Source: an optimization exercise on an open RTL-to-GDS flow (aim: a short achievable clock period and few clock cycles). Production flows keep margins and buffers that such runs may drop.
RTL that was checked went through simulation tests only; none was proved equivalent to the original.
The RTL of run 1 was laid out without a check of its function.
Power and IR drop assume default switching activity.

===== constraint.sdc =====
create_clock -name core_clock -period 11.0 [get_ports {clk}]
set_input_delay 2.2000 -clock core_clock [delete_from_list [all_inputs] [get_ports {clk}]]
set_output_delay 2.2000 -clock core_clock [all_outputs]
set_load 0.01 [all_outputs]

===== standard.sh =====
#!/bin/bash
# synth_recipe.tcl (not shown) runs the flow's synth.tcl, then flattens the netlist and writes it again
# the make line also repeats each setting of config.mk as NAME=value (left out here)
make -C /OpenROAD-flow-scripts/flow DESIGN_CONFIG=/design/flow/config.mk WORK_HOME=/design/flow/orfs CLKGATE_MAP_FILE= SYNTH_SCRIPT=/design/flow/synth_recipe.tcl "${@:-finish}"

===== design.v =====
package isaPkg;
	typedef logic [17:0] instrT;
	typedef logic [15:0] dataT;
	typedef logic [3:0] regSelT;
	typedef logic [3:0] opcodeT;
	typedef struct packed {
		logic low;
		logic negative;
		logic zero;
	} flagsT;
	localparam int NUM_REGS = 16;
	localparam regSelT LINK_REG = 4'd12;
	localparam regSelT SP_REG = 4'd13;
	localparam logic [1:0] TYPE_N = 2'b00;
	localparam opcodeT N_REG_ALU = 4'd0;
	localparam opcodeT N_MEM_REG = 4'd1;
	localparam opcodeT MOVMR = 4'd0;
	localparam opcodeT MOVRM = 4'd1;
	localparam opcodeT ALU_INC = 4'd0;
	localparam opcodeT ALU_DEC = 4'd1;
	localparam opcodeT ADD = 4'd2;
	localparam opcodeT SUB = 4'd3;
	localparam opcodeT AND = 4'd4;
	localparam opcodeT OR = 4'd5;
	localparam opcodeT XOR = 4'd6;
	localparam opcodeT NOT = 4'd7;
	localparam opcodeT LSH = 4'd8;
	localparam opcodeT RSH = 4'd9;
	localparam opcodeT ARSH = 4'd10;
	localparam opcodeT CMP = 4'd11;
	localparam opcodeT MOVR = 4'd12;
	localparam opcodeT MUL = 4'd13;
	localparam opcodeT FMUL = 4'd14;
	localparam opcodeT CALL = 4'd4;
	localparam opcodeT MOVMRI = 4'd5;
	localparam opcodeT MOVRMI = 4'd6;
	localparam opcodeT RET = 4'd7;
	localparam opcodeT JL = 4'd8;
	localparam opcodeT JLE = 4'd9;
	localparam opcodeT JNE = 4'd10;
	localparam opcodeT JE = 4'd11;
	localparam opcodeT POP = 4'd12;
	localparam opcodeT PUSH = 4'd13;
	localparam opcodeT PUSHI = 4'd14;
	localparam opcodeT INCDEC = 4'd15;
	localparam logic [1:0] INCR = 2'd0;
	localparam logic [1:0] DECR = 2'd1;
endpackage
package corePkg;
	typedef enum logic [1:0] {
		ST_FETCH,
		ST_EXEC,
		ST_MEM,
		ST_WB
	} seqStateT;
	typedef enum logic {
		OPB_REG,
		OPB_IMM
	} operandSelT;
	typedef enum logic [1:0] {
		WB_ALU,
		WB_MEM,
		WB_PCLINK
	} wbDataSelT;
	typedef enum logic [1:0] {
		PC_INC,
		PC_JUMP,
		PC_LINK
	} pcSelT;
	typedef enum logic [1:0] {
		ADR_PC,
		ADR_IMM,
		ADR_SRCREG,
		ADR_SP
	} addrSelT;
endpackage
module cpuTop (
	input  logic        clk,
	input  logic        rst,
	input  logic [17:0] wbDatIn,
	input  logic        wbAck,
	output logic [15:0] wbAdr,
	output logic [15:0] wbDatOut,
	output logic        wbWe,
	output logic        wbCyc,
	output logic        wbStb
);
	logic [15:0] bAdr, bDatOut;
	logic        bWe, bIdle, bCyc;    
	localparam int CW = 5;             
	localparam int CN = 1 << CW;
	localparam int TW = 16 - CW;
	localparam int PW = 16;            
	localparam logic [3:0] OP_ADD = 4'd2;
	localparam logic [3:0] OP_SUB = 4'd3;
	localparam logic [3:0] OP_AND = 4'd4;
	localparam logic [3:0] OP_OR = 4'd5;
	localparam logic [3:0] OP_XOR = 4'd6;
	localparam logic [3:0] OP_NOT = 4'd7;
	localparam logic [3:0] OP_LSH = 4'd8;
	localparam logic [3:0] OP_RSH = 4'd9;
	localparam logic [3:0] OP_ARSH = 4'd10;
	localparam logic [3:0] OP_PASSB = 4'd12;
	logic [15:0] regs [16];
	logic        fLow, fNeg, fZero;
	logic [15:0] fpc;                  
	logic [15:0] pfp;                  
	logic        pcV;                  
	logic [15:0] pcAdr;
	logic [CN-1:0] cV;
	logic [TW-1:0] cTag [CN];
	logic [17:0]   cDat [CN];
	logic [CN-1:0] cJ, cR;             
	logic          invV;               
	logic          fbV, fbHold;        
	logic [15:0]   fbAdr;
	logic [17:0]   fbDat;
	logic [15:0]   invAdr;
	logic        dV;
	logic [17:0] dIr;
	logic [15:0] dPc, dPred;
	logic [3:0]  dIdxA, dIdxS;
	logic        eV;
	logic [3:0]  eOp;
	logic        eSub, eWr, eFlagWr, eLowSub;
	logic [3:0]  eWIdx;
	logic [15:0] eA, eB, eS, eBX;
	logic        eFwdA, eFwdB, eFwdS;
	logic        eLd, eSt;
	logic [1:0]  eAdrSel;
	logic        eJcc, eCall, eRet;
	logic [1:0]  eCond;
	logic [15:0] eTarget, ePcInc, ePred;
	logic        eEqT, eEqI, eRetEq;
	logic [15:0] r1;                   
	logic        r1Wr, r1Flag, r1Low;
	logic [3:0]  r1Idx;
	logic        ldPend;               
	logic [3:0]  ldDst;
	logic        lbV;                  
	logic [3:0]  lbDst;
	logic [15:0] lbDat;
	logic        qV, qWe;              
	logic [15:0] qAdr, qDat;
	logic        bFetch, bLoad;        
	assign bCyc = !bIdle;
	assign wbStb = wbCyc;
	logic ack, busFree;
	assign ack = bCyc & wbAck;
	assign busFree = !bCyc | wbAck;
	logic [15:0] A, B, S, bOp, res, memAdr, npc, npcZ, npcNZ;
	logic [16:0] sum;
	logic        curLow, curNeg, curZero, takenZ, takenNZ, mispZ, mispNZ, mispO;
	logic        misp, eMem, eStall, eGo;
	assign A = eFwdA ? r1 : eA;
	assign B = eFwdB ? r1 : eB;
	assign S = eFwdS ? r1 : eS;
	assign bOp = eFwdB ? (eSub ? ~r1 : r1) : eBX;
	always_comb begin
		logic [15:0] g, p, gg, pp, c;
		g = A & bOp;
		p = A ^ bOp;
		gg = g;
		pp = p;
		for (int d = 1; d < 16; d = d * 2)
			for (int i = 15; i >= d; i--) begin
				gg[i] = gg[i] | (pp[i] & gg[i-d]);
				pp[i] = pp[i] & pp[i-d];
			end
		c[0] = eSub;
		for (int i = 1; i < 16; i++)
			c[i] = gg[i-1] | (pp[i-1] & eSub);
		sum[15:0] = p ^ c;
		sum[16] = gg[15] | (pp[15] & eSub);
	end
	always_comb begin
		case (eOp)
			OP_ADD, OP_SUB: res = sum[15:0];
			OP_AND: res = A & B;
			OP_OR: res = A | B;
			OP_XOR: res = A ^ B;
			OP_NOT: res = ~B;
			OP_LSH: res = A << B[3:0];
			OP_RSH: res = A >> B[3:0];
			OP_ARSH: res = 16'($signed(A) >>> B[3:0]);
			default: res = B;
		endcase
	end
	assign curLow = r1Flag ? r1Low : fLow;
	assign curNeg = r1Flag ? r1[15] : fNeg;
	assign curZero = r1Flag ? (r1 == 16'd0) : fZero;
	always_comb begin
		case (eCond)
			2'd0: begin takenZ = curLow | curNeg; takenNZ = curLow | curNeg; end
			2'd1: begin takenZ = 1'b1; takenNZ = curLow | curNeg; end
			2'd2: begin takenZ = 1'b0; takenNZ = 1'b1; end
			default: begin takenZ = 1'b1; takenNZ = 1'b0; end
		endcase
	end
	assign npcZ = (eCall || (eJcc && takenZ)) ? eTarget : ePcInc;
	assign npcNZ = (eCall || (eJcc && takenNZ)) ? eTarget : ePcInc;
	assign npc = eRet ? A : curZero ? npcZ : npcNZ;
	assign mispZ = eJcc && (takenZ ? !eEqT : !eEqI);
	assign mispNZ = eJcc && (takenNZ ? !eEqT : !eEqI);
	assign mispO = eRet ? (eFwdA ? r1 != ePred : !eRetEq) : (eCall && !eEqT);
	assign misp = eV && (mispO || (curZero ? mispZ : mispNZ));
	assign memAdr = (eAdrSel == 2'd1) ? A : (eAdrSel == 2'd2) ? A - 16'd1 : B;
	assign eMem = eLd || eSt;
	assign eStall = eV && eMem && qV;
	assign eGo = eV && !eStall;
	logic        isN, immForm, isAlu, aluWr, flagWr;
	logic [3:0]  nsub, sop, op, rd, rs, rp, idxA, idxS;
	logic        isCall, isRet, isJcc, isPush, isPop, isIncDec;
	logic        isLd, isSt, isMovmr, isMovrm, isMovmri, isMovrmi;
	logic [15:0] absAdr, dPcInc, rdA, rdB, rdS, valB;
	logic        useRegB, dWr;
	logic [3:0]  dWIdx, dOp;
	logic        haz, dGo, dAdv;
	assign isN = dIr[17:16] == 2'b00;
	assign nsub = dIr[15:12];
	assign sop = dIr[17:14];
	assign rd = dIr[11:8];
	assign rs = dIr[3:0];
	assign rp = dIr[13:10];
	assign immForm = isN && nsub[3:1] != 3'b000;
	assign op = immForm ? nsub : dIr[7:4];
	assign isAlu = isN && nsub != 4'd1;
	assign aluWr = isAlu && ((op >= 4'd2 && op <= 4'd10) || op == 4'd12);
	assign flagWr = isAlu && (op >= 4'd2 && op <= 4'd11);
	assign isMovmr = isN && nsub == 4'd1 && dIr[7:4] == 4'd0;
	assign isMovrm = isN && nsub == 4'd1 && dIr[7:4] == 4'd1;
	assign isCall = sop == 4'd4;
	assign isMovmri = sop == 4'd5;
	assign isMovrmi = sop == 4'd6;
	assign isRet = sop == 4'd7;
	assign isJcc = sop[3:2] == 2'b10;
	assign isPop = sop == 4'd12 && rp != 4'd12 && rp != 4'd13;
	assign isPush = sop == 4'd13;
	assign isIncDec = sop == 4'd15 && !dIr[13];
	assign isLd = isMovmr || isMovmri || isPop;
	assign isSt = isMovrm || isMovrmi || isPush;
	assign absAdr = {2'b00, dIr[13:0]};
	assign dPcInc = dPc + 16'd1;
	function automatic logic [3:0] idxAOf(logic [17:0] ins);
		logic [3:0] s, p;
		s = ins[17:14];
		p = ins[13:10];
		if (s == 4'd13 || (s == 4'd12 && p != 4'd12 && p != 4'd13))
			idxAOf = 4'd13;
		else if (s == 4'd7)
			idxAOf = 4'd12;
		else
			idxAOf = ins[11:8];
	endfunction
	function automatic logic [3:0] idxSOf(logic [17:0] ins);
		idxSOf = ins[17:14] == 4'd13 ? ins[13:10] : ins[11:8];
	endfunction
	assign idxA = dIdxA;
	assign idxS = dIdxS;
	function automatic logic [15:0] readReg(logic [3:0] idx, logic [15:0] file, logic r1Hit,
			logic [15:0] r1v, logic lbHit, logic [15:0] lbv);
		if (r1Hit || lbHit)
			readReg = r1Hit ? r1v : lbv;
		else
			readReg = file;
	endfunction
	assign rdA = readReg(idxA, regs[idxA], r1Wr && r1Idx == idxA, r1, lbV && lbDst == idxA, lbDat);
	assign rdB = readReg(rs, regs[rs], r1Wr && r1Idx == rs, r1, lbV && lbDst == rs, lbDat);
	assign rdS = readReg(idxS, regs[idxS], r1Wr && r1Idx == idxS, r1, lbV && lbDst == idxS, lbDat);
	assign useRegB = isN && (nsub == 4'd0 || nsub == 4'd1);
	always_comb begin
		if (useRegB)
			valB = rdB;
		else if (immForm)
			valB = {8'h00, dIr[7:0]};
		else if (isMovmri || isMovrmi)
			valB = absAdr;
		else if (isCall)
			valB = dPcInc;
		else
			valB = 16'd1;
	end
	always_comb begin
		if (isIncDec)
			dOp = dIr[12] ? OP_SUB : OP_ADD;
		else if (isPush)
			dOp = OP_ADD;
		else if (isPop)
			dOp = OP_SUB;
		else if (isCall)
			dOp = OP_PASSB;
		else if (op == 4'd11)
			dOp = OP_SUB;
		else
			dOp = op;
	end
	assign dWr = aluWr || isIncDec || isCall || isPush || isPop;
	assign dWIdx = isCall ? 4'd12 : (isPush || isPop) ? 4'd13 : rd;
	assign haz = ldPend && (isLd || rd == ldDst || rs == ldDst || rp == ldDst ||
		(!isN && ldDst[3:2] == 2'b11));
	assign dAdv = dV && !haz && (!eV || eGo);
	assign dGo = dAdv && !misp;
	logic [CW-1:0] fIdx, pIdx;
	logic [CN-1:0] match;
	logic          hit, fMatch, fMatchBus, dFree, cInsJ, cInsR;
	logic [17:0]   cIns;
	logic [15:0]   predC, predW, fpcInc, pfDist;
	logic          eIssue, pfHit, pfOk, pfOkR, lastF;
	logic          s2V, s2Miss, s2Free;
	logic [15:0]   s2Adr;
	assign fIdx = fpc[CW-1:0];
	always_comb
		for (int i = 0; i < CN; i++)
			match[i] = cV[i] && cTag[i] == fpc[15:CW];
	assign hit = match[fIdx];
	assign cIns = cDat[fIdx];
	assign cInsJ = cJ[fIdx];
	assign cInsR = cR[fIdx];
	assign fMatchBus = bCyc && bFetch && bAdr == fpc;
	assign fMatch = fMatchBus || fbHold;
	assign dFree = !dV || dGo;
	assign fpcInc = fpc + 16'd1;
	function automatic logic isJump(logic [17:0] ins);
		isJump = ins[17:14] == 4'd4 || ins[17:16] == 2'b10;
	endfunction
	function automatic logic isRetIns(logic [17:0] ins);
		isRetIns = ins[17:14] == 4'd7;
	endfunction
	function automatic logic [15:0] predict(logic j, logic r, logic [13:0] target, logic [15:0] link,
			logic [15:0] seq);
		if (j)
			predict = {2'b00, target};
		else if (r)
			predict = link;
		else
			predict = seq;
	endfunction
	assign predC = predict(cInsJ, cInsR, cIns[13:0], regs[12], fpcInc);
	logic [15:0] predWNoJ;
	assign predWNoJ = isRetIns(wbDatIn) ? regs[12] : fpcInc;
	assign predW = isJump(wbDatIn) ? {2'b00, wbDatIn[13:0]} : predWNoJ;
	assign pIdx = pfp[CW-1:0];
	assign pfHit = cV[pIdx] && cTag[pIdx] == pfp[15:CW];
	assign pfDist = pfp - fpc;
	assign pfOk = pfDist != 16'd0 && pfDist <= 16'(PW);
	always_ff @(posedge clk)
		pfOkR <= pfOk;
	assign s2Free = !s2V || !s2Miss || !pcV;
	assign eIssue = eGo && eMem;
	logic        sel;
	logic [1:0]  nCyc, nWe, nBF, nBL, nQV, nIssF, nIssP, nToQ, nDV, nDLoad, nLd;
	logic [15:0] nAdr [2];
	logic [15:0] pA [2];
	logic [15:0] pD [2];
	logic [1:0]  pW;
	logic [15:0] nDat [2];
	logic [15:0] nFpc [2];
	logic [15:0] nPred [2];
	logic [17:0] nIr [2];
	logic [3:0]  hCyc, hWe, hBF, hBL, hQV, hIssF, hIssP, hToQ, hDV, hDLoad, hLd, hPW;
	logic [15:0] hAdr [4];
	logic [15:0] hPA [4];
	logic [15:0] hPD [4];
	logic [15:0] hDat [4];
	logic [15:0] hFpc [4];
	logic [15:0] hPred [4];
	logic [17:0] hIr [4];
	for (genvar k = 0; k < 2; k++) begin : g_next
		for (genvar h = 0; h < 2; h++) begin : g_hit
			busNext #(.ACK(k)) i_next (
				.wbCyc(bCyc), .wbWe(bWe), .bFetch(bFetch), .bLoad(bLoad),
				.wbAdr(bAdr), .wbDatOut(bDatOut),
				.qV(qV), .qWe(qWe), .qAdr(qAdr), .qDat(qDat),
				.fMatch(fMatch), .fMatchBus(fMatchBus), .hit(h != 0), .cIns(cIns), .predC(predC),
				.wbDatIn(wbDatIn), .predW(predW),
				.misp(misp), .npc(npc), .fpc(fpc), .dFree(dFree), .dV(dV), .dGo(dGo),
				.eIssue(eIssue), .eSt(eSt), .eLd(eLd), .memAdr(memAdr), .stData(S),
				.pfp(pcAdr), .pfOk(pcV), .pfHit(1'b0), .ldPend(ldPend), .dGoLd(dGo && isLd),
				.nWbCyc(hCyc[k*2+h]), .nWbWe(hWe[k*2+h]), .nBFetch(hBF[k*2+h]), .nBLoad(hBL[k*2+h]),
				.nQV(hQV[k*2+h]), .issF(hIssF[k*2+h]), .issP(hIssP[k*2+h]), .toQ(hToQ[k*2+h]),
				.nWbAdr(hAdr[k*2+h]), .nWbDatOut(hDat[k*2+h]),
				.pAdr(hPA[k*2+h]), .pDatOut(hPD[k*2+h]), .pWe(hPW[k*2+h]),
				.nFpc(hFpc[k*2+h]), .nDV(hDV[k*2+h]), .dLoad(hDLoad[k*2+h]), .nDIr(hIr[k*2+h]),
				.nDPred(hPred[k*2+h]), .nLdPend(hLd[k*2+h])
			);
		end
		assign nCyc[k] = hit ? hCyc[k*2+1] : hCyc[k*2];
		assign nWe[k] = hit ? hWe[k*2+1] : hWe[k*2];
		assign nBF[k] = hit ? hBF[k*2+1] : hBF[k*2];
		assign nBL[k] = hit ? hBL[k*2+1] : hBL[k*2];
		assign nQV[k] = hit ? hQV[k*2+1] : hQV[k*2];
		assign nIssF[k] = hit ? hIssF[k*2+1] : hIssF[k*2];
		assign nIssP[k] = hit ? hIssP[k*2+1] : hIssP[k*2];
		assign nToQ[k] = hit ? hToQ[k*2+1] : hToQ[k*2];
		assign nDV[k] = hit ? hDV[k*2+1] : hDV[k*2];
		assign nDLoad[k] = hit ? hDLoad[k*2+1] : hDLoad[k*2];
		assign nLd[k] = hit ? hLd[k*2+1] : hLd[k*2];
		assign pW[k] = hit ? hPW[k*2+1] : hPW[k*2];
		assign nAdr[k] = hit ? hAdr[k*2+1] : hAdr[k*2];
		assign pA[k] = hit ? hPA[k*2+1] : hPA[k*2];
		assign pD[k] = hit ? hPD[k*2+1] : hPD[k*2];
		assign nDat[k] = hit ? hDat[k*2+1] : hDat[k*2];
		assign nFpc[k] = hit ? hFpc[k*2+1] : hFpc[k*2];
		assign nPred[k] = hit ? hPred[k*2+1] : hPred[k*2];
		assign nIr[k] = hit ? hIr[k*2+1] : hIr[k*2];
	end
	assign sel = bCyc & wbAck;
	always_ff @(posedge clk) begin
		if (rst) begin
			bIdle <= 1'b1;
			wbCyc <= 1'b0;
			bWe <= 1'b0;
			bFetch <= 1'b0;
			bLoad <= 1'b0;
			qV <= 1'b0;
			lastF <= 1'b0;
			pfp <= 16'd1;
			pcV <= 1'b0;
			s2V <= 1'b0;
			fpc <= '0;
			dV <= 1'b0;
			eV <= 1'b0;
			r1Wr <= 1'b0;
			r1Flag <= 1'b0;
			ldPend <= 1'b0;
			fLow <= 1'b0;
			fNeg <= 1'b0;
			fZero <= 1'b0;
			for (int i = 0; i < 16; i++)
				regs[i] <= '0;
			cV <= '0;
			invV <= 1'b0;
			lbV <= 1'b0;
			fbV <= 1'b0;
			fbHold <= 1'b0;
		end else begin
			bIdle <= !(sel ? nCyc[1] : nCyc[0]);
			wbCyc <= sel ? nCyc[1] : nCyc[0];
			bWe <= sel ? nWe[1] : nWe[0];
			bFetch <= sel ? nBF[1] : nBF[0];
			bLoad <= sel ? nBL[1] : nBL[0];
			qV <= sel ? nQV[1] : nQV[0];
			fpc <= sel ? nFpc[1] : nFpc[0];
			dV <= sel ? nDV[1] : nDV[0];
			ldPend <= sel ? nLd[1] : nLd[0];
			lastF <= sel ? nIssF[1] : nIssF[0];
			if (lastF) begin
				pfp <= bAdr + 16'd2;
				s2V <= 1'b0;
			end else if (!pfOkR) begin
				pfp <= fpcInc;
				s2V <= 1'b0;
			end else if (s2Free) begin
				pfp <= pfp + 16'd1;
				s2V <= 1'b1;
			end
			if (lastF)
				pcV <= 1'b1;
			else if (!pcV)
				pcV <= s2V && s2Miss;
			else if (sel ? nIssP[1] : nIssP[0])
				pcV <= 1'b0;
			invV <= ack && bWe;
			if (invV && cTag[invAdr[CW-1:0]] == invAdr[15:CW])
				cV[invAdr[CW-1:0]] <= 1'b0;
			fbV <= ack && bFetch;
			fbHold <= sel && bFetch && fMatchBus && !dFree && !misp;
			if (fbV)
				cV[fbAdr[CW-1:0]] <= 1'b1;
			if (dAdv && !misp)
				eV <= 1'b1;
			else if (eGo)
				eV <= 1'b0;
			r1Wr <= eGo && eWr;
			r1Flag <= eGo && eFlagWr;
			lbV <= ack && bLoad;
			if (lbV)
				regs[lbDst] <= lbDat;
			if (r1Wr)
				regs[r1Idx] <= r1;
			if (r1Flag) begin
				fLow <= r1Low;
				fNeg <= r1[15];
				fZero <= r1 == 16'd0;
			end
		end
	end
	always_ff @(posedge clk) begin
		bAdr <= sel ? nAdr[1] : nAdr[0];
		bDatOut <= sel ? nDat[1] : nDat[0];
		if (nToQ[0] && !sel) begin
			qAdr <= memAdr;
			qDat <= S;
			qWe <= eSt;
		end
		invAdr <= bAdr;
		lbDst <= ldDst;
		lbDat <= wbDatIn[15:0];
		fbAdr <= bAdr;
		fbDat <= wbDatIn;
		if (fbV) begin
			cTag[fbAdr[CW-1:0]] <= fbAdr[15:CW];
			cDat[fbAdr[CW-1:0]] <= fbDat;
			cJ[fbAdr[CW-1:0]] <= isJump(fbDat);
			cR[fbAdr[CW-1:0]] <= isRetIns(fbDat);
		end
		if (sel ? nDLoad[1] : nDLoad[0]) begin
			dIr <= sel ? nIr[1] : nIr[0];
			dIdxA <= idxAOf(sel ? nIr[1] : nIr[0]);
			dIdxS <= idxSOf(sel ? nIr[1] : nIr[0]);
			dPc <= fpc;
			dPred <= sel ? nPred[1] : nPred[0];
		end
		if (lastF)
			pcAdr <= bAdr + 16'd1;
		else if (!pcV)
			pcAdr <= s2Adr;
		if (s2Free) begin
			s2Adr <= pfp;
			s2Miss <= !pfHit;
		end
		r1 <= res;
		r1Idx <= eWIdx;
		r1Low <= eLowSub && !sum[16];
		if (dAdv) begin
			eOp <= dOp;
			eSub <= dOp == OP_SUB;
			eWr <= dWr;
			eWIdx <= dWIdx;
			eFlagWr <= flagWr;
			eLowSub <= flagWr && (op == 4'd3 || op == 4'd11);
			eA <= rdA;
			eB <= valB;
			eBX <= (dOp == OP_SUB) ? ~valB : valB;
			eS <= rdS;
			eFwdA <= eV && eWr && eWIdx == idxA;
			eFwdB <= useRegB && eV && eWr && eWIdx == rs;
			eFwdS <= eV && eWr && eWIdx == idxS;
			eLd <= isLd;
			eSt <= isSt;
			eAdrSel <= isPush ? 2'd1 : isPop ? 2'd2 : 2'd0;
			eJcc <= isJcc;
			eCall <= isCall;
			eRet <= isRet;
			eCond <= sop[1:0];
			eTarget <= absAdr;
			ePcInc <= dPcInc;
			ePred <= dPred;
			eEqT <= dPred == absAdr;
			eEqI <= dPred == dPcInc;
			eRetEq <= rdA == dPred;
			if (isLd)
				ldDst <= isPop ? rp : rd;
		end else if (eV) begin
			eA <= A;
			eB <= B;
			eBX <= eSub ? ~B : B;
			eS <= S;
			eRetEq <= A == ePred;
			eFwdA <= 1'b0;
			eFwdB <= 1'b0;
			eFwdS <= 1'b0;
		end
	end
	always_ff @(posedge clk) begin
		if (rst) begin
			wbAdr <= '0;
			wbDatOut <= '0;
			wbWe <= 1'b0;
		end else begin
			wbAdr <= sel ? pA[1] : pA[0];
			wbDatOut <= sel ? pD[1] : pD[0];
			wbWe <= sel ? pW[1] : pW[0];
		end
	end
endmodule
module busNext #(
	parameter bit ACK = 1'b0
) (
	input  logic        wbCyc, wbWe, bFetch, bLoad,
	input  logic [15:0] wbAdr, wbDatOut,
	input  logic        qV, qWe,
	input  logic [15:0] qAdr, qDat,
	input  logic        fMatch, fMatchBus, hit,
	input  logic [17:0] cIns,
	input  logic [15:0] predC,
	input  logic [17:0] wbDatIn,
	input  logic [15:0] predW,
	input  logic        misp,
	input  logic [15:0] npc, fpc,
	input  logic        dFree, dV, dGo,
	input  logic        eIssue, eSt, eLd,
	input  logic [15:0] memAdr, stData,
	input  logic [15:0] pfp,
	input  logic        pfOk, pfHit, ldPend, dGoLd,
	output logic        nWbCyc, nWbWe, nBFetch, nBLoad, nQV, issF, issP, toQ,
	output logic [15:0] nWbAdr, nWbDatOut,
	output logic [15:0] pAdr, pDatOut,
	output logic        pWe,
	output logic [15:0] nFpc,
	output logic        nDV, dLoad,
	output logic [17:0] nDIr,
	output logic [15:0] nDPred,
	output logic        nLdPend
);
	logic busFree, fromBus, fDel, useW, demand, fReq, memReq, issue, done;
	logic candWe, candFetch, candLoad;
	logic [15:0] candAdr, candDat, memOrNpc;
	assign done = ACK;
	assign busFree = ACK ? 1'b1 : !wbCyc;
	assign fromBus = ACK ? fMatchBus : 1'b0;
	assign fDel = dFree && !misp && (hit || fromBus);
	assign useW = !misp && fDel && fromBus;
	assign demand = !hit && !fMatch;
	assign memReq = qV || eIssue;
	assign fReq = misp || useW || demand;
	assign issue = busFree && (memReq || fReq || (pfOk && !pfHit));
	assign issF = issue && !memReq && fReq;
	assign issP = issue && !memReq && !fReq;
	assign toQ = !qV && eIssue && !busFree;
	assign memOrNpc = qV ? qAdr : eIssue ? memAdr : npc;
	assign candAdr = (useW && !memReq) ? predW : (memReq || misp) ? memOrNpc : demand ? fpc : pfp;
	assign candDat = qV ? qDat : stData;
	assign candWe = qV ? qWe : eIssue ? eSt : 1'b0;
	assign candFetch = !memReq;
	assign candLoad = qV ? !qWe : eIssue ? eLd : 1'b0;
	assign nWbCyc = issue ? 1'b1 : done ? 1'b0 : wbCyc;
	assign nWbWe = issue ? candWe : done ? 1'b0 : wbWe;
	assign nBFetch = issue ? candFetch : done ? 1'b0 : bFetch;
	assign nBLoad = issue ? candLoad : done ? 1'b0 : bLoad;
	assign nWbAdr = busFree ? candAdr : wbAdr;
	assign nWbDatOut = busFree ? candDat : wbDatOut;
	assign pAdr = busFree ? candAdr : wbAdr;
	assign pDatOut = busFree ? candDat : wbDatOut;
	assign pWe = busFree ? candWe : wbWe;
	assign nQV = (qV && busFree) ? 1'b0 : toQ ? 1'b1 : qV;
	assign nFpc = useW ? predW : misp ? npc : fDel ? predC : fpc;
	assign nDV = misp ? 1'b0 : fDel ? 1'b1 : dGo ? 1'b0 : dV;
	assign dLoad = fDel;
	assign nDIr = fromBus ? wbDatIn : cIns;
	assign nDPred = useW ? predW : predC;
	assign nLdPend = dGoLd ? 1'b1 : (done && bLoad) ? 1'b0 : ldPend;
endmodule

===== flow/run.sh =====
#!/bin/bash
set -euo pipefail
bash standard.sh SETUP_SLACK_MARGIN=8 "BUFFER_PORTS_ARGS=-buffer_cell sky130_fd_sc_hd__buf_4" finish > make_finish.log 2>&1

===== config.mk =====
export PLATFORM = sky130hd
export DESIGN_NAME = cpuTop
export DESIGN_NICKNAME = cpuTop
export VERILOG_FILES = /design/flow/design.v
export SDC_FILE = /design/flow/constraint.sdc
export NUM_CORES = 4
export LEC_CHECK = 0
export CAP_MARGIN = 20
export CORE_MARGIN = 2
export CORE_UTILIZATION = 40
export SLEW_MARGIN = 20

==> run_results.csv, run 1 <==
group,metric,value,unit
die,die_w,485,microns
cts,clockBufferDepth,3,
drt,viasPerCell,6.72,
global_route,antenna_found_initial,26,
die,die_y,485,microns
timing,setup_viol,0,
setup_path,critPathBufInv,5,
setup_path,r2r_end,"wbAdr[6]",
setup_path,startpoint,"wbDatIn[17]",
yosys,synth.largest_area_cell,"edfxtp_1",
cells_and_area,finish.utilization,50.5,%
pwr,p_leak,39.2,nW
run_status,outcome,"complete, no violations",
setup_path,r2r_setup_slack,7370,ps
pwr,peakVddDrop,0.152,mV
setup_path,cp_max_fo,6,
setup_path,cp-start-kind,"input port",
setup_path,path_cells,"buf_8, or4b_4, buf_4, buf_6, buf_6, buf_6, o21ai_4, o31a_1, o22ai_2, a22oi_2, o21ai_1",
cells_and_area,nets,7321,
setup_path,crit_path_end,"fpc[9]",
yosys,synth.net_count,6788,
timing,timing.fmax,0.273,GHz
cts,clk_pin_slew,70,ps
cts,cts_sinks,1741,
pwr,p_switching,0.00655,W
cts,cts.root.buffer_cell,"clkbuf_16",
die,core,230000,sq um
setup_path,cp.required,11740,ps
pwr,seq_power_share,39.1,%
cts,cts_tree,"done",
yosys,synth_edf_count,1513,
flow_run,drv_cap,0,
pwr,switching_share,32.5,%
drt,route.detailed.drc,0,
die,rows,176,
timing,finalHoldViolCount,0,
yosys,ys_warn_count,22,
pwr,power_density,174,nW/um^2
drt,routed_wl,384000,microns
global_route,grt_pass1_wl,525000,microns
global_route,grt_use_total,31.6,%
yosys,netlist.area_leader.share,49.2,%
cts,clk_latency,880,ps
timing,slew_viol_final,0,
cts,cts_buffers,188,
pwr,p_int,0.0136,W
setup_path,max_stage_delay,550,ps
setup_path,cp_top_family,"compound AO/OA/AOI/OAI gates",
timing,rsz0062_at_grt,"true",
place,place_inst,9413,
setup_path,worst-setup-path-type,"in2reg",
cts,ctsHtreeMaxLevel,4,
setup_path,crit_slowest_cell,"or4b_4",
timing,finalCritPeriodShare,33.2,%
die,io_pins,56,
yosys,postSynthAreaPerCell,13.8,sq um
global_route,grt-ovfl-total,0,
drt,post_drt_wl_per_cell,36.9,microns
pwr,clkPwrFrac,32.1,%
yosys,ys_seq_area_share,54.1,%
yosys,yosys-top-cells-area,"edfxtp_1, mux4_2, dfxtp_1",
setup_path,r2r_start,"fpc[5]",
drt,drt-initial-drc-count,10900,
yosys,synthCells,6692,
yosys,ys_seq_elements,1741,
die,start_util,40.2,%
drt,first_pass_iters,8,
timing,slew_headroom,22.4,%
cts,holdBufCountCts,0,
timing,finalSetupTns,0,ps
yosys,synth-main-ff-cell,"edfxtp_1",
yosys,synthArstFlopShare,0,%
yosys,netlist_area,92400,sq um
pwr,combinationalPowerShare,28.9,%
global_route,grt_start_max_net_pins,99,
place,dpl_cell_area,97300,sq um
drt,via_count,70100,
min_path,hold_path.class,"reg2reg",
cells_and_area,area.growth.synth_to_final,25.5,%
cells_and_area,instances_no_fill,10400,
global_route,grt_pass1_vias,66100,
timing,fin_skew,49.6,ps
setup_path,crit_cells,11,
min_path,hp-start,"bDatOut[15]",
pwr,finalPower,0.0202,W
yosys,synth_cell_types,103,
cells_and_area,drive_gt1_share,36.1,%
setup_path,end_kind,"flop",
drt,final_antenna_net_count,0,
cells_and_area,final_area,116000,sq um
setup_path,critical_path_arrival,4400,ps
place,place_hpwl,227000,microns
cells_and_area,n_fill_cell,19000,
place,routabilityCongestion,0.986,
die,die-area,235000,sq um
timing,min_period,3660,ps
timing,worst_pin_slew,1160,ps
setup_path,crit_top_cell,"buf_6",
setup_path,r2r_cells,11,
place,port_buffers,55,
==> state kept, by name (all words and copies together) (netlist names), 18 cells and up, named ones only <==
signal and flops:
cDat 576, cTag 352, cV 32, dIr 18, cR 32, regs 256
cJ 32
==> final cells by class <==
cell class	count	area, sq um	share of cell area [%]
clock buffers	245	5080	4.38
well taps	3026	3790	3.26
inverters	93	510	0.440
repair buffers	904	11100	9.57
multi-input cells	4294	44100	38.0
flip-flops and latches	1741	50200	43.3
clock inverters	106	1120	0.968
repair inverters	3	33.8	0.0291
diodes	16	40.0	0.0345
==> how the worst min path moves through the flow <==
stage	endpoint	depth (start not counted)
2_1_floorplan	invAdr[12]	0
3_3_place_gp	fpc[8]	1
3_5_place_dp	fpc[8]	1
4_1_cts	bDatOut[7]	2
5_1_grt	bDatOut[4]	2
6_report	bDatOut[15]	2
==> cell usage after synthesis (all sizes together) (57+ instances only) <==
cell type and count:
edfxtp 1513, mux4 645, nor2 394, clkbuf 385, xnor2 331, xor2 327, nand2 320, a22o 303
a21oi 285, dfxtp 228, o21ai 213, mux2i 212, buf 192, nand4 134, nor4 114, nand3 103
nor3 100, inv 84, a22oi 80, ha 74, mux2 57
==> through the flow <==
step	setup slack (ps)	hold slack (ps)
detailed placement	5390	445
global placement	5450	434
global route	7370	507
floorplan	6780	326
CTS	7370	489
finish	7340	490
==> metal layers <==
| layer | wire length [microns] | up-vias | part of all wire [%] | track usage (%) |
|---|---|---|---|---|
| met5 | 234 | - | 0.061 | 0 |
| met4 | 29500 | 22 | 7.7 | 19.1 |
| met3 | 53300 | 1355 | 14 | 10.4 |
| met2 | 163000 | 5600 | 43 | 45.9 |
| met1 | 138000 | 35400 | 36 | 41.1 |
| li1 | - | 27700 | - | - |
==> power groups by stage <==
stage	logic (W)	registers (W)	clock network, W
after floorplan	0.00278	0.00785	0
after global placement	0.00414	0.00806	0
after detailed placement	0.00418	0.00807	0
after CTS	0.00532	0.00787	0.00652
after global routing	0.00592	0.00789	0.00677
final	0.00582	0.00788	0.00647
==> cells in the final DEF (no fill, tap or decap), types with 29 or more instances in the layout <==
master,Yosys,routed
edfxtp_1,1513,1513
mux4_2,645,645
buf_4,24,510
xnor2_1,331,319
nor2_1,393,308
xor2_1,327,303
a22o_1,303,301
nand2_1,319,299
a21oi_1,285,208
clkbuf_16,0,197
mux2i_1,207,156
buf_6,7,146
buf_12,0,138
nand4_1,133,133
dfxtp_1,228,130
o21ai_0,212,114
nand3_1,103,94
nor4_1,112,76
buf_16,0,70
a21oi_2,0,66
nor2_4,1,64
ha_1,74,63
inv_1,80,62
nor3_1,98,58
dfxtp_2,0,56
a22oi_1,80,51
o21ai_2,0,45
clkbuf_1,384,44
dfxtp_4,0,42
o21ai_1,1,39
mux2_2,53,39
clkinv_1,9,36
a211oi_1,52,36
o211ai_1,32,32
mux2i_2,5,30
and2_1,31,29
a22oi_2,0,29
clkinv_2,0,29
==> what timing repair did <==
action | 4_1_cts | 5_1_grt
buffers inserted | 433 | 128
pin swaps | 186 | 153
resized for setup | 921 | 329
cloned | 77 | 10
hold endpoints to repair | 0 | 0
endpoints found under the setup margin | 2013 | 715
==> worst reg2reg max path: stages, from the launching register on <==
cell and delay [ps]:
dfxtp_4 460, bufbuf_16 340, and4_4 250, nand2_1 70
xnor2_1 800, nor3b_2 350, a221oi_2 60, buf_4 180
or4_4 460, a311oi_2 270, a221oi_2 80, a211oi_2 220
==> logic make-up (layout without fill, tap and decap cells) <==
family	after synthesis	in the layout	synth area share, %
multiplexers	914	914	18.7
other	0	16	0
flip-flops	1741	1741	54.1
XOR/XNOR	658	658	6.23
adder cells (fa/ha/maj)	75	75	1.02
AO/OA/AOI/OAI	1237	1241	9.41
buffers and inverters	670	1351	3.02
AND/OR/NAND/NOR	1397	1406	7.48
==> inputs of run 2 (changes only) <==
--- a/design.v
+++ b/design.v
@@ -105,6 +105,7 @@
 	logic        fLow, fNeg, fZero;
 	logic [15:0] fpc;                  
 	logic [15:0] pfp;                  
+	logic [15:0] fLink;                
 	logic        pcV;                  
 	logic [15:0] pcAdr;
 	logic [CN-1:0] cV;
@@ -321,7 +322,7 @@
 	assign dFree = !dV || dGo;
 	assign fpcInc = fpc + 16'd1;
 	function automatic logic isJump(logic [17:0] ins);
-		isJump = ins[17:14] == 4'd4 || ins[17:16] == 2'b10;
+		isJump = ins[17:14] == 4'd4 || (ins[17:16] == 2'b10 && ins[15:14] != 2'b11);
 	endfunction
 	function automatic logic isRetIns(logic [17:0] ins);
 		isRetIns = ins[17:14] == 4'd7;
@@ -335,9 +336,9 @@
 		else
 			predict = seq;
 	endfunction
-	assign predC = predict(cInsJ, cInsR, cIns[13:0], regs[12], fpcInc);
+	assign predC = predict(cInsJ, cInsR, cIns[13:0], fLink, fpcInc);
 	logic [15:0] predWNoJ;
-	assign predWNoJ = isRetIns(wbDatIn) ? regs[12] : fpcInc;
+	assign predWNoJ = isRetIns(wbDatIn) ? fLink : fpcInc;
 	assign predW = isJump(wbDatIn) ? {2'b00, wbDatIn[13:0]} : predWNoJ;
 	assign pIdx = pfp[CW-1:0];
 	assign pfHit = cV[pIdx] && cTag[pIdx] == pfp[15:CW];
@@ -405,6 +406,10 @@
 		assign nIr[k] = hit ? hIr[k*2+1] : hIr[k*2];
 	end
 	assign sel = bCyc & wbAck;
+	logic useWNow;
+	logic [17:0] dIns;
+	assign dIns = (sel && fMatchBus) ? wbDatIn : cIns;
+	assign useWNow = sel && fMatchBus && dFree && !misp;
 	always_ff @(posedge clk) begin
 		if (rst) begin
 			bIdle <= 1'b1;
@@ -415,6 +420,7 @@
 			qV <= 1'b0;
 			lastF <= 1'b0;
 			pfp <= 16'd1;
+			fLink <= '0;
 			pcV <= 1'b0;
 			s2V <= 1'b0;
 			fpc <= '0;
@@ -440,10 +446,12 @@
 			bFetch <= sel ? nBF[1] : nBF[0];
 			bLoad <= sel ? nBL[1] : nBL[0];
 			qV <= sel ? nQV[1] : nQV[0];
-			fpc <= sel ? nFpc[1] : nFpc[0];
+			fpc <= useWNow ? predW : sel ? nFpc[1] : nFpc[0];
 			dV <= sel ? nDV[1] : nDV[0];
 			ldPend <= sel ? nLd[1] : nLd[0];
 			lastF <= sel ? nIssF[1] : nIssF[0];
+			if ((sel ? nDLoad[1] : nDLoad[0]) && dIns[17:14] == 4'd4)
+				fLink <= fpcInc;
 			if (lastF) begin
 				pfp <= bAdr + 16'd2;
 				s2V <= 1'b0;
@@ -486,7 +494,7 @@
 		end
 	end
 	always_ff @(posedge clk) begin
-		bAdr <= sel ? nAdr[1] : nAdr[0];
+		bAdr <= (useWNow && !qV && !eIssue) ? predW : sel ? nAdr[1] : nAdr[0];
 		bDatOut <= sel ? nDat[1] : nDat[0];
 		if (nToQ[0] && !sel) begin
 			qAdr <= memAdr;
@@ -505,11 +513,11 @@
 			cR[fbAdr[CW-1:0]] <= isRetIns(fbDat);
 		end
 		if (sel ? nDLoad[1] : nDLoad[0]) begin
-			dIr <= sel ? nIr[1] : nIr[0];
-			dIdxA <= idxAOf(sel ? nIr[1] : nIr[0]);
-			dIdxS <= idxSOf(sel ? nIr[1] : nIr[0]);
+			dIr <= dIns;
+			dIdxA <= idxAOf(dIns);
+			dIdxS <= idxSOf(dIns);
 			dPc <= fpc;
-			dPred <= sel ? nPred[1] : nPred[0];
+			dPred <= useWNow ? predW : sel ? nPred[1] : nPred[0];
 		end
 		if (lastF)
 			pcAdr <= bAdr + 16'd1;
@@ -568,7 +576,7 @@
 			wbDatOut <= '0;
 			wbWe <= 1'b0;
 		end else begin
-			wbAdr <= sel ? pA[1] : pA[0];
+			wbAdr <= (useWNow && !qV && !eIssue) ? predW : sel ? pA[1] : pA[0];
 			wbDatOut <= sel ? pD[1] : pD[0];
 			wbWe <= sel ? pW[1] : pW[0];
 		end
==> run_results.csv, run 2 <==
group,metric,value,unit
yosys,synth_cell_types,91,
min_path,hold_path.class,"reg2reg",
global_route,grtUsageMet1,40.5,%
yosys,yosysMostFrequentCell,"edfxtp_1",
global_route,busiest_layer,"met2",
cells_and_area,final_cell_mix,"edfxtp_1, mux4_2, buf_4",
pwr,power_density,311,nW/um^2
cts,cts_tree,"done",
yosys,ys_warn_count,22,
cells_and_area,largest_register_ffs,576,
die,die_y,487,microns
cts,ctsHtreeMaxLevel,4,
die,die-area,237000,sq um
run_status,outcome,"complete, no violations",
timing,finalHoldViolCount,0,
setup_path,r2r_start,"fpc[5]",
setup_path,cp_top_family,"flip-flops",
timing,fin_skew,75.4,ps
setup_path,r2r_setup_slack,7420,ps
yosys,netlist_area,93100,sq um
setup_path,critPathBufInv,1,
timing,rsz0062_at_grt,"true",
die,start_util,40.1,%
setup_path,r2r_cells,19,
cells_and_area,final_common_cell,"edfxtp_1",
global_route,met2_usage,46.1,%
cts,cts.root.buffer_cell,"clkbuf_16",
setup_path,end_kind,"primary output",
global_route,grt_pass1_wl,521000,microns
yosys,yosys-top-cells-area,"edfxtp_1, mux4_2, dfxtp_1",
yosys,postSynthAreaPerCell,13.5,sq um
place,routabilityCongestion,0.986,
cts,cts_buffers,189,
drt,via_count,70900,
setup_path,cp.required,8800,ps
global_route,grt.met3_usage,9.59,%
timing,finalCritPeriodShare,32.8,%
yosys,synthArstFlopShare,0,%
setup_path,critical_path_arrival,1400,ps
min_path,hp-start,"fLink[14]",
cts,cts_sinks,1757,
timing,slew_headroom,27.5,%
cells_and_area,area.growth.synth_to_final,26.8,%
pwr,peakVddDrop,0.337,mV
drt,drt-initial-drc-count,10800,
yosys,ys_seq_elements,1757,
yosys,synthCells,6914,
timing,min_period,3600,ps
setup_path,worst-setup-path-type,"reg2out",
place,port_buffers,55,
min_path,whs_endpoint,"fLink[14]",
cts,clk_latency,910,ps
timing,whs,482,ps
setup_path,crit_slowest_cell,"dfxtp_4",
timing,setup_viol,0,
setup_path,cp_max_fo,1,
yosys,ys_seq_area_share,54.0,%
setup_path,r2r_end,"wbAdr[7]",
global_route,grt_use_total,31.0,%
timing,worst_pin_slew,1090,ps
timing,finalSetupTns,0,ps
flow_run,drv_cap,0,
die,io_pins,56,
drt,routed_wl,380000,microns
setup_path,path_cells,"buf_6",
yosys,synth.net_count,7011,
pwr,p_leak,40.1,nW
cts,holdBufCountCts,0,
yosys,synth_edf_count,1513,
drt,post_drt_wl_per_cell,35.6,microns
drt,final_antenna_net_count,0,
global_route,grt_pass1_vias,66600,
global_route,antenna_found_initial,21,
global_route,grt_start_max_net_pins,73,
drt,first_pass_iters,9,
yosys,netlist.area_leader.share,48.8,%
place,place_hpwl,225000,microns
drt,route.detailed.drc,0,
die,core,232000,sq um
setup_path,max_stage_delay,400,ps
timing,slew_viol_final,0,
drt,viasPerCell,6.64,
yosys,synthTopCellsByCount,"edfxtp_1, mux4_2, nor2_1",
cts,clockBufferDepth,3,
yosys,synth-main-ff-cell,"edfxtp_1",
cells_and_area,drive_gt1_share,36.2,%
timing,timing.fmax,0.277,GHz
min_path,hold_depth,2,
cells_and_area,nets,7562,
setup_path,cp-start-kind,"flop",
cts,clk_pin_slew,60,ps
die,die_w,487,microns
global_route,grt-ovfl-total,0,
die,rows,177,
yosys,synth.largest_area_cell,"edfxtp_1",
-- run 2: stage by stage --
stage / area, sq um / util (%) / setup WS, ps / power [W] / std cells
final: 118000 / 50.9 / 7400 / 0.0367 / 10700
after CTS: 115000 / 49.4 / 7360 / 0.0346 / 10500
after floorplan: 94800 / - / 6880 / 0.0185 / 6914
after global placement: 97700 / 42.1 / 5550 / 0.0232 / 9611
after global routing: 118000 / 50.9 / 7350 / 0.0376 / 10700
after detailed placement: 97700 / 42.1 / 5370 / 0.0233 / 9611
-- run 2: worst max path at each step --
stage | startpoint | to | slack (ps) | cells after the start
after floorplan | wbAck | dIdxA[0] | 6880 | 7
after global placement | rst | regs[3][13] | 5550 | 6
after detailed placement | rst | regs[3][14] | 5370 | 6
after CTS | wbAdr[5] | wbAdr[5] | 7360 | 1
after global routing | fpc[7] | wbAdr[7] | 7350 | 17
final | wbAdr[5] | wbAdr[5] | 7400 | 1
-- run 2: cells by family (layout without fill, tap and decap cells) --
logic type / Yosys count / in the layout / synth area share [%]
flip-flops: 1757 / 1757 / 54.0
AND/OR/NAND/NOR: 1509 / 1520 / 7.74
AO/OA/AOI/OAI: 1344 / 1347 / 9.59
multiplexers: 885 / 885 / 18.3
buffers and inverters: 684 / 1383 / 3.14
XOR/XNOR: 659 / 659 / 6.20
adder cells (fa/ha/maj): 76 / 76 / 1.03
other: 0 / 10 / 0
-- run 2: layout make-up --
cell class / count / area, sq um
Antenna cell: 10 / 25.0
Clock buffer: 226 / 4970
Clock inverter: 127 / 1360
Fill cell: 19100 / 114000
Inverter: 92 / 438
Multi-Input combinational cell: 4487 / 45200
Sequential cell: 1757 / 50500
Tap cell: 3043 / 3810
Timing Repair Buffer: 932 / 11700
Timing Repair inverter: 6 / 48.8
-- run 2: worst register-to-register path: stages (launching register included) --
cell and delay, ps:
dfxtp_4 420, buf_12 180, buf_16 160, buf_12 160, buf_6 130, xor2_1 150, nor4_1 70, a31oi_1 200
a22oi_2 80, buf_6 150, o31ai_4 240, buf_6 160, o221a_4 210, buf_12 130, nand2_8 70, buf_6 170
buf_16 130, mux2i_2 150, a211o_1 300, a21oi_2 230
-- run 2: report_power, final --
| group | internal, W | switching (W) | total (W) |
|---|---|---|---|
| combinational | 0.00913 | 0.0116 | 0.0208 |
| sequential | 0.00844 | 0.000974 | 0.00941 |
| clock | 0.00365 | 0.00291 | 0.00656 |
-- run 2: what timing repair did --
item / CTS / global route
setup endpoints to repair: 2044 / 762
endpoints found under the hold margin: 0 / 0
cloned: 91 / 11
pin swaps: 233 / 201
setup buffers: 451 / 153
resized for setup: 990 / 378
-- run 2: layer usage --
metal	share of wire [%]	vias up	wire length [microns]
met2	44	5500	166000
met4	6.8	22	25700
met5	0.040	-	151
met1	36	35900	137000
li1	-	28300	-
met3	13	1170	50300
Testbench counts of run 2, summed over its fixed seeds: cycles 42,349.
==> inputs of run 3 (changes only) <==
--- a/config.mk
+++ b/config.mk
@@ -8,4 +8,6 @@
 export CAP_MARGIN = 20
 export CORE_MARGIN = 2
 export CORE_UTILIZATION = 40
+export CTS_CLUSTER_DIAMETER = 80
+export CTS_CLUSTER_SIZE = 32
 export SLEW_MARGIN = 20
==> run_results.csv, run 3 <==
group,metric,value,unit
yosys,ys_seq_elements,1757,
cells_and_area,area.growth.synth_to_final,24.7,%
cells_and_area,largest_register_ffs,576,
flow_run,drv_cap,0,
setup_path,max_stage_delay,660,ps
die,die_y,487,microns
global_route,grt_pass1_vias,65900,
setup_path,cp_max_fo,7,
timing,worst_pin_slew,1150,ps
cts,cts.root.buffer_cell,"clkbuf_16",
drt,final_antenna_net_count,0,
cts,cts_sinks,1757,
timing,whs,484,ps
global_route,grt-ovfl-total,0,
pwr,peakVddDrop,0.310,mV
setup_path,critical_path_arrival,4130,ps
place,port_buffers,55,
timing,min_period,3600,ps
yosys,synthArstFlopShare,0,%
die,io_pins,56,
global_route,grt_pass1_wl,516000,microns
setup_path,cp-start-kind,"flop",
setup_path,path_cells,"buf_12, buf_12, xnor2_4, nand4_1, nor3_2, a31oi_1, mux4_2, mux2_4, o221ai_4, o21ai_4, clkinvlp_4, buf_12, buf_8, buf_16",
cts,clk_pin_slew,100,ps
pwr,switching_share,43.9,%
run_status,outcome,"complete, no violations",
setup_path,critPathBufInv,6,
drt,viasPerCell,6.70,
cts,clockBufferDepth,3,
yosys,synthTopCellsByCount,"edfxtp_1, mux4_2, nor2_1",
setup_path,cp.required,11530,ps
cts,holdBufCountCts,0,
cells_and_area,final_cell_mix,"edfxtp_1, mux4_2, buf_4",
timing,rsz0062_at_grt,"true",
timing,slew_headroom,23.4,%
cts,clk_latency,840,ps
yosys,synth-main-ff-cell,"edfxtp_1",
die,die_w,487,microns
die,die-area,237000,sq um
pwr,finalPower,0.0347,W
pwr,seq_power_share,27.1,%
drt,routed_wl,378000,microns
pwr,power_density,299,nW/um^2
die,core,232000,sq um
cells_and_area,final_common_cell,"edfxtp_1",
yosys,yosysMostFrequentCell,"edfxtp_1",
cells_and_area,drive_gt1_share,36.0,%
timing,slew_viol_final,0,
yosys,ys_warn_count,22,
drt,post_drt_wl_per_cell,35.8,microns
pwr,p_int,0.0195,W
global_route,grt_start_max_net_pins,73,
yosys,synthCells,6914,
timing,finalSetupTns,0,ps
drt,drt-initial-drc-count,10900,
min_path,hold_path.class,"reg2reg",
timing,setup_viol,0,
timing,finalHoldViolCount,0,
yosys,synth_cell_types,91,
setup_path,cp_top_family,"multiplexers",
yosys,synth_edf_count,1513,
cells_and_area,n_fill_cell,19200,
yosys,synth.net_count,7011,
timing,fin_skew,73.8,ps
yosys,ys_seq_area_share,54.0,%
pwr,combinationalPowerShare,59.5,%
setup_path,end_kind,"flop",
drt,first_pass_iters,8,
setup_path,crit_slowest_cell,"mux4_2",
cells_and_area,nets,7521,
die,rows,177,
yosys,netlist.area_leader.share,48.8,%
cts,cts_buffers,101,
setup_path,crit_top_cell,"buf_12",
global_route,antenna_found_initial,20,
global_route,grt_use_total,30.6,%
pwr,p_switching,0.0152,W
die,start_util,40.1,%
place,routabilityCongestion,0.986,
yosys,yosys-top-cells-area,"edfxtp_1, mux4_2, dfxtp_1",
yosys,postSynthAreaPerCell,13.5,sq um
cts,ctsHtreeMaxLevel,3,
yosys,synth.largest_area_cell,"edfxtp_1",
drt,route.detailed.drc,0,
pwr,p_leak,39.0,nW
place,place_hpwl,225000,microns
yosys,netlist_area,93100,sq um
drt,via_count,70800,
cts,cts_tree,"done",
setup_path,worst-setup-path-type,"reg2reg",
pwr,clkPwrFrac,13.4,%
timing,finalCritPeriodShare,32.8,%
timing,timing.fmax,0.277,GHz
[run 3: logic make-up after synthesis]
logic type / count (synthesis) / share of synthesized area, %
DFF: 1757 / 54.0
and+or+nand+nor: 1509 / 7.74
AOI/OAI and AO/OA: 1344 / 9.59
muxes: 885 / 18.3
buffers and inverters: 684 / 3.14
xor gates and xnor gates: 659 / 6.20
adders and majority gates: 76 / 1.03
[run 3: final timing paths]
kind                            startpoint        end  slack [ps]  cells past startpoint
worst min-delay path             fLink[14]  fLink[14]         480                      2
worst min register to register   fLink[14]  fLink[14]         480                      2
worst max-delay path                fpc[7]    dIr[11]        7400                     14
worst max register to register      fpc[7]    dIr[11]        7400                     14
[run 3: layout make-up]
cell class | count | area [sq um] | area share [%]
sequential | 1757 | 50500 | 43.5
multi-input combinational | 4486 | 45300 | 39.0
timing repair buffer | 980 | 12300 | 10.6
tap | 3043 | 3810 | 3.28
clock buffer | 111 | 2660 | 2.29
clock inverter | 77 | 1060 | 0.914
inverter | 92 | 443 | 0.381
timing repair inverter | 6 | 48.8 | 0.0420
antenna | 13 | 32.5 | 0.0280
[run 3: power groups by stage]
stage | registers (W) | logic (W) | clock network (W)
floorplan | 0.00889 | 0.00958 | 0
global placement | 0.00972 | 0.0135 | 0
detailed placement | 0.00974 | 0.0136 | 0
CTS | 0.00935 | 0.0187 | 0.00467
global route | 0.00944 | 0.0212 | 0.00489
finish | 0.00940 | 0.0207 | 0.00465
[run 3: stage by stage]
step / util, % / setup slack, ps / instances / cell area (sq um)
after floorplan: - / 6880 / 6914 / 94800
after global placement: 42.1 / 5550 / 9611 / 97700
after detailed placement: 42.1 / 5370 / 9611 / 97700
after CTS: 48.5 / 7430 / 10400 / 113000
after global routing: 50.0 / 7410 / 10600 / 116000
final: 50.0 / 7400 / 10600 / 116000
[run 3: tightest hold or removal path: cells and delay by family (launching register included)]
kind / cells / cell delay, ps
flops: 1 / 330
simple gates: 1 / 60
mux: 1 / 60
[run 3: timing repair]
action                      CTS  global route
cloned                       83            15
setup endpoints to repair  2045           948
gates resized for setup    1033           402
buffers inserted            478           177
pin swaps                   277           202
[run 3: per-layer routing]
layer / share of wire (%) / GRT usage [%] / vias to the layer above
li1: - / - / 28200
met1: 37 / 40.5 / 36000
met2: 44 / 45.8 / 5471
met3: 13 / 8.54 / 1175
met4: 6.8 / 16.5 / 10
met5: 0.021 / 0 / -
==> inputs of run 4 (changes only) <==
--- a/config.mk
+++ b/config.mk
@@ -8,6 +8,6 @@
 export CAP_MARGIN = 20
 export CORE_MARGIN = 2
 export CORE_UTILIZATION = 40
-export CTS_CLUSTER_DIAMETER = 80
-export CTS_CLUSTER_SIZE = 32
+export CTS_CLUSTER_DIAMETER = 60
+export CTS_CLUSTER_SIZE = 24
 export SLEW_MARGIN = 20
==> run_results.csv, run 4 <==
group,metric,value,unit
cts,cts.root.buffer_cell,"clkbuf_16",
pwr,peakVddDrop,0.327,mV
setup_path,cp-start-kind,"flop",
drt,drt-initial-drc-count,11100,
setup_path,end_kind,"primary output",
die,rows,177,
cells_and_area,final_common_cell,"edfxtp_1",
cells_and_area,final_area,118000,sq um
cts,clockBufferDepth,3,
yosys,synthArstFlopShare,0,%
timing,min_period,3620,ps
timing,whs,482,ps
cts,holdBufCountCts,0,
cells_and_area,area.growth.synth_to_final,26.2,%
die,io_pins,56,
pwr,p_switching,0.0156,W
global_route,grt_start_max_net_pins,73,
global_route,grt_use_total,30.8,%
die,die_y,487,microns
yosys,ys_warn_count,22,
yosys,synth.net_count,7011,
cells_and_area,final_cell_mix,"edfxtp_1, mux4_2, buf_4",
yosys,synth_edf_count,1513,
yosys,synthCells,6914,
timing,finalSetupTns,0,ps
die,die-area,237000,sq um
global_route,grt_pass1_vias,66000,
timing,finalHoldViolCount,0,
yosys,synthTopCellsByCount,"edfxtp_1, mux4_2, nor2_1",
timing,timing.fmax,0.276,GHz
drt,via_count,70600,
pwr,power_density,307,nW/um^2
yosys,ys_seq_area_share,54.0,%
setup_path,r2r_setup_slack,7440,ps
setup_path,path_cells,"buf_6",
yosys,ys_seq_elements,1757,
cells_and_area,largest_register_ffs,576,
drt,first_pass_iters,11,
yosys,netlist.area_leader.share,48.8,%
pwr,p_leak,39.7,nW
drt,route.detailed.drc,0,
cts,cts_buffers,143,
setup_path,critPathBufInv,1,
cells_and_area,drive_gt1_share,36.8,%
global_route,antenna_found_initial,22,
timing,rsz0062_at_grt,"true",
timing,slew_headroom,24.0,%
setup_path,cp_max_fo,1,
setup_path,cp.required,8800,ps
pwr,combinationalPowerShare,58.1,%
global_route,grt-ovfl-total,0,
place,port_buffers,55,
setup_path,crit_cells,1,
timing,finalCritPeriodShare,32.9,%
min_path,hp-start,"fLink[14]",
pwr,clkPwrFrac,15.8,%
setup_path,crit_path_end,"wbAdr[5]",
die,core,232000,sq um
yosys,postSynthAreaPerCell,13.5,sq um
yosys,yosysMostFrequentCell,"edfxtp_1",
drt,viasPerCell,6.65,
yosys,synth_cell_types,91,
place,place_ws,5370,ps
cts,clk_latency,890,ps
cts,ctsHtreeMaxLevel,4,
cts,cts_sinks,1757,
setup_path,crit_slowest_cell,"dfxtp_4",
setup_path,worst-setup-path-type,"reg2out",
place,place_hpwl,225000,microns
setup_path,max_stage_delay,410,ps
global_route,grt_pass1_wl,518000,microns
timing,fin_skew,49.7,ps
yosys,synth-main-ff-cell,"edfxtp_1",
timing,slew_viol_final,0,
cells_and_area,nets,7541,
cts,clk_pin_slew,80,ps
pwr,finalPower,0.0361,W
min_path,hold_path.class,"reg2reg",
drt,post_drt_wl_per_cell,35.6,microns
setup_path,r2r_cells,13,
setup_path,r2r_end,"dPred[9]",
cts,cts_tree,"done",
yosys,synth.largest_area_cell,"edfxtp_1",
setup_path,startpoint,"wbAdr[5]",
die,die_w,487,microns
yosys,netlist_area,93100,sq um
timing,setup_slack,7380,ps
pwr,switching_share,43.2,%
timing,setup_viol,0,
flow_run,drv_cap,0,
timing,worst_pin_slew,1140,ps
place,dpl_cell_area,97700,sq um
pwr,p_int,0.0205,W
yosys,yosys-top-cells-area,"edfxtp_1, mux4_2, dfxtp_1",
run_status,outcome,"complete, no violations",
die,start_util,40.1,%
pwr,seq_power_share,26.1,%
drt,final_antenna_net_count,0,
setup_path,cp_top_family,"flip-flops",
setup_path,r2r_start,"fpc[7]",
place,routabilityCongestion,0.986,
drt,routed_wl,378000,microns
setup_path,critical_path_arrival,1420,ps
## run 4: worst min path at each step
stage                     depth (start not counted)  slack [ps]         to
after global placement                            0         430    dPc[13]
after floorplan                                   0         330  invAdr[3]
final                                             2         480  fLink[14]
after detailed placement                          0         430    dPc[13]
after CTS                                         2         480  fLink[14]
after global routing                              2         510  fLink[14]
## run 4: layout make-up
class	count	area [sq um]
Fill cell	19100	115000
Sequential cell	1757	50500
Multi-Input combinational cell	4487	45600
Timing Repair Buffer	957	12000
Tap cell	3043	3810
Clock buffer	154	3650
Clock inverter	109	1470
Inverter	92	444
Timing Repair inverter	6	48.8
Antenna cell	9	22.5
## run 4: per-layer routing
metal / global-route usage, % / share of wire [%]
met1: 40.3 / 36
met2: 46.0 / 44
met3: 9.21 / 13
met4: 16.5 / 6.7
met5: 0 / 0.034
## run 4: stage by stage
stage	instances	utilization, %
after CTS	10400	48.9
after detailed placement	9611	42.1
final	10600	50.6
after global routing	10600	50.6
after floorplan	6914	-
after global placement	9611	42.1
## run 4: power by group through the flow
stage / combinational [W] / sequential, W / clock (W)
global route: 0.0215 / 0.00945 / 0.00596
global placement: 0.0135 / 0.00972 / 0
floorplan: 0.00958 / 0.00889 / 0
finish: 0.0210 / 0.00941 / 0.00571
CTS: 0.0186 / 0.00934 / 0.00574
detailed placement: 0.0136 / 0.00974 / 0
## run 4: what timing repair did
item,4_1_cts,5_1_grt
gates resized for setup,987,428
endpoints found under the setup margin,2044,958
setup buffers,441,191
cloned,83,16
pin swaps,229,201
## run 4: worst reg2reg max path: stages, from the launching register on
cell and delay (ps):
dfxtp_4 450, buf_4 210, xnor2_2 290, nand4_1 150, nor3_2 210, a31oi_1 70, mux4_2 660, mux2_4 350
o221ai_4 240, o21ai_4 130, clkinvlp_4 150, buf_12 130, buf_8 110, buf_16 120
## run 4: cell families after synthesis
logic type / synth area share [%]
DFF: 54.0
and+or+nand+nor: 7.74
AOI/OAI and AO/OA: 9.59
muxes: 18.3
buffers and inverters: 3.14
xor gates and xnor gates: 6.20
adders and majority gates: 1.03
==> inputs of run 5 (changes only) <==
==> flow/run.sh (replaced) <==
#!/bin/bash
set -euo pipefail
bash standard.sh SETUP_SLACK_MARGIN=7.6 "BUFFER_PORTS_ARGS=-buffer_cell sky130_fd_sc_hd__buf_4" finish > make_finish.log 2>&1
==> run_results.csv, run 5 <==
group,metric,value,unit
setup_path,path_cells,"buf_12, xnor2_1, nand4_1, nor3_2, a31oi_4, mux4_2, mux2_4, o221ai_4, buf_12, o21ai_4, clkinvlp_4, buf_12, buf_12, buf_16",
setup_path,cp-start-kind,"flop",
die,start_util,40.1,%
place,dpl_cell_area,97600,sq um
cts,cts_sinks,1757,
cts,clk_pin_slew,100,ps
setup_path,r2r_end,"dIr[4]",
setup_path,critical_path_arrival,4240,ps
timing,fin_skew,82.3,ps
die,rows,177,
timing,worst_pin_slew,1100,ps
min_path,whs_endpoint,"fLink[1]",
place,place_hpwl,225000,microns
timing,setup_slack,7330,ps
yosys,synth.net_count,7011,
yosys,netlist_area,93100,sq um
place,place_ws,5620,ps
global_route,grt_use_total,29.5,%
cells_and_area,area.growth.synth_to_final,19.0,%
timing,setup_viol,0,
global_route,grt-ovfl-total,0,
drt,routed_wl,363000,microns
setup_path,r2r_start,"fpc[7]",
yosys,synth.largest_area_cell,"edfxtp_1",
setup_path,cp_max_fo,8,
cts,clockBufferDepth,3,
min_path,hold_path.class,"reg2reg",
drt,viasPerCell,6.64,
setup_path,max_stage_delay,540,ps
cts,clk_latency,900,ps
cells_and_area,final_cell_mix,"edfxtp_1, mux4_2, buf_4",
drt,final_antenna_net_count,0,
flow_run,drv_cap,0,
timing,finalSetupTns,0,ps
min_path,hold_depth,2,
yosys,synth_edf_count,1513,
die,die_w,487,microns
cells_and_area,n_fill_cell,19900,
cells_and_area,nets,7237,
yosys,yosysMostFrequentCell,"edfxtp_1",
setup_path,cp.required,11570,ps
drt,route.detailed.drc,0,
yosys,postSynthAreaPerCell,13.5,sq um
place,routabilityCongestion,0.978,
cells_and_area,largest_register_ffs,576,
run_status,outcome,"complete, no violations",
cts,cts.root.buffer_cell,"clkbuf_16",
die,die_y,487,microns
setup_path,r2r_cells,14,
timing,slew_viol_final,0,
drt,drt-initial-drc-count,11100,
yosys,synthArstFlopShare,0,%
setup_path,worst-setup-path-type,"reg2reg",
yosys,synth_cell_types,91,
drt,via_count,68400,
global_route,antenna_found_initial,28,
yosys,ys_warn_count,22,
pwr,p_leak,37.0,nW
drt,first_pass_iters,8,
yosys,ys_seq_elements,1757,
die,die-area,237000,sq um
yosys,ys_seq_area_share,54.0,%
setup_path,crit_slowest_cell,"mux4_2",
pwr,peakVddDrop,0.236,mV
yosys,netlist.area_leader.share,48.8,%
yosys,synthCells,6914,
global_route,grt_pass1_vias,64100,
global_route,grt_start_max_net_pins,97,
min_path,hp-start,"fLink[1]",
cells_and_area,drive_gt1_share,29.3,%
cells_and_area,final_common_cell,"edfxtp_1",
timing,slew_headroom,26.7,%
cts,holdBufCountCts,0,
cts,ctsHtreeMaxLevel,4,
global_route,grt_pass1_wl,498000,microns
timing,rsz0062_at_grt,"true",
drt,post_drt_wl_per_cell,35.2,microns
timing,finalCritPeriodShare,33.3,%
timing,min_period,3670,ps
cells_and_area,final_area,111000,sq um
die,core,232000,sq um
setup_path,r2r_setup_slack,7330,ps
yosys,yosys-top-cells-area,"edfxtp_1, mux4_2, dfxtp_1",
timing,finalHoldViolCount,0,
yosys,synth-main-ff-cell,"edfxtp_1",
pwr,power_density,297,nW/um^2
timing,timing.fmax,0.273,GHz
die,io_pins,56,
yosys,synthTopCellsByCount,"edfxtp_1, mux4_2, nor2_1",
cts,cts_buffers,144,
cts,cts_tree,"done",
setup_path,crit_top_cell,"buf_12",
setup_path,end_kind,"flop",
place,port_buffers,55,
-- run 5: routing by layer --
layer	global-route usage, %	up-vias	part of all wire [%]
met4	13.9	12	5.9
li1	-	27600	-
met2	44.7	4883	44
met5	0	-	0.023
met3	8.00	1025	12
met1	39.4	34900	37
-- run 5: area by class of cell --
| type | instances | area [sq um] | area share, % |
|---|---|---|---|
| timing repair inverter | 4 | 30.0 | 0.0271 |
| tap | 3043 | 3810 | 3.44 |
| clock inverter | 110 | 1480 | 1.34 |
| sequential | 1757 | 50500 | 45.6 |
| inverter | 92 | 434 | 0.392 |
| multi-input combinational | 4483 | 43000 | 38.8 |
| timing repair buffer | 658 | 7790 | 7.03 |
| antenna | 10 | 25.0 | 0.0226 |
| clock buffer | 156 | 3720 | 3.36 |
-- run 5: where the power goes --
group / total [W] / internal (W) / switching, W / leakage [nW]
clock network: 0.00575 / 0.00282 / 0.00294 / 2.50
logic: 0.0177 / 0.00729 / 0.0104 / 18.3
registers: 0.00942 / 0.00842 / 0.00100 / 16.2
-- run 5: kinds of logic after synthesis --
group           synth area share (%)
compound gates                  9.59
flops                           54.0
mux                             18.3
fa+ha+maj                       1.03
buf+inv                         3.14
simple gates                    7.74
xor+xnor                        6.20
-- run 5: how the worst max path moves through the flow --
stage	from	to	slack, ps	cells after the start
2_1_floorplan	wbAck	dIdxA[0]	6880	7
3_3_place_gp	rst	regs[3][14]	5490	6
3_5_place_dp	rst	regs[3][12]	5620	6
4_1_cts	wbAdr[11]	wbAdr[11]	7410	1
5_1_grt	r1[13]	wbAdr[15]	7360	11
6_report	fpc[7]	dIr[4]	7330	14
-- run 5: what timing repair did --
item	in CTS	in global routing
setup buffers	232	124
gates resized for setup	503	239
cloned	37	21
endpoints found under the setup margin	973	318
pin swaps	118	68
-- run 5: worst max-delay path, delay by kind of cell (launching register included) --
family | cells | cell delay (ps)
muxes | 2 | 850
buffers and inverters | 6 | 940
and+or+nand+nor | 2 | 450
AOI/OAI and AO/OA | 3 | 410
DFF | 1 | 500
xor gates and xnor gates | 1 | 190
-- run 5: through the flow --
step / hold slack [ps] / total power (W) / utilization, % / cells
after floorplan: 326 / 0.0184 / - / 6914
after global placement: 409 / 0.0231 / 42.1 / 9623
after detailed placement: 411 / 0.0232 / 42.1 / 9623
after CTS: 480 / 0.0311 / 46.6 / 10200
after global routing: 500 / 0.0338 / 47.7 / 10300
final: 482 / 0.0329 / 47.7 / 10300

-- static timing again, ports no longer ideal --
No port has a modelled driver above. Below, the same layouts with a new extraction and two added sets of constraints.
Step 1 (the two cells are an assumption about what drives the block):
set clk [get_ports {clk}]
set_driving_cell -lib_cell sky130_fd_sc_hd__clkbuf_16 $clk
set_driving_cell -lib_cell sky130_fd_sc_hd__buf_2 [delete_from_list [all_inputs] $clk]
Step 2 moves the port delays by t, midway between the first and last clock arrival at a register: inputs arrive t later, outputs are due t later. That takes back most of the time a late clock gives input paths.
Slacks: ideal / step 1 / step 2; pairs: ideal / step 1.
| run | shift t [ns] | setup slack, ns | worst slew at a driven data input, ns |
|---|---|---|---|
| run 1 | 0.950 | 7.343 / 7.247 / 6.298 | 0.41 |
| run 2 | 0.966 | 7.396 / 7.298 / 6.613 | 0.31 |
| run 3 | 0.895 | 7.396 / 7.362 / 6.549 | 0.31 |
| run 4 | 0.950 | 7.379 / 7.301 / 6.592 | 0.29 |
| run 5 | 0.945 | 7.333 / 7.309 / 6.571 | 0.19 |
After both steps setup and hold are still met in every run listed. For run 1, which loses most, drivers alone change the setup slack by -0.096 ns; drivers and shift together by -1.045 ns.
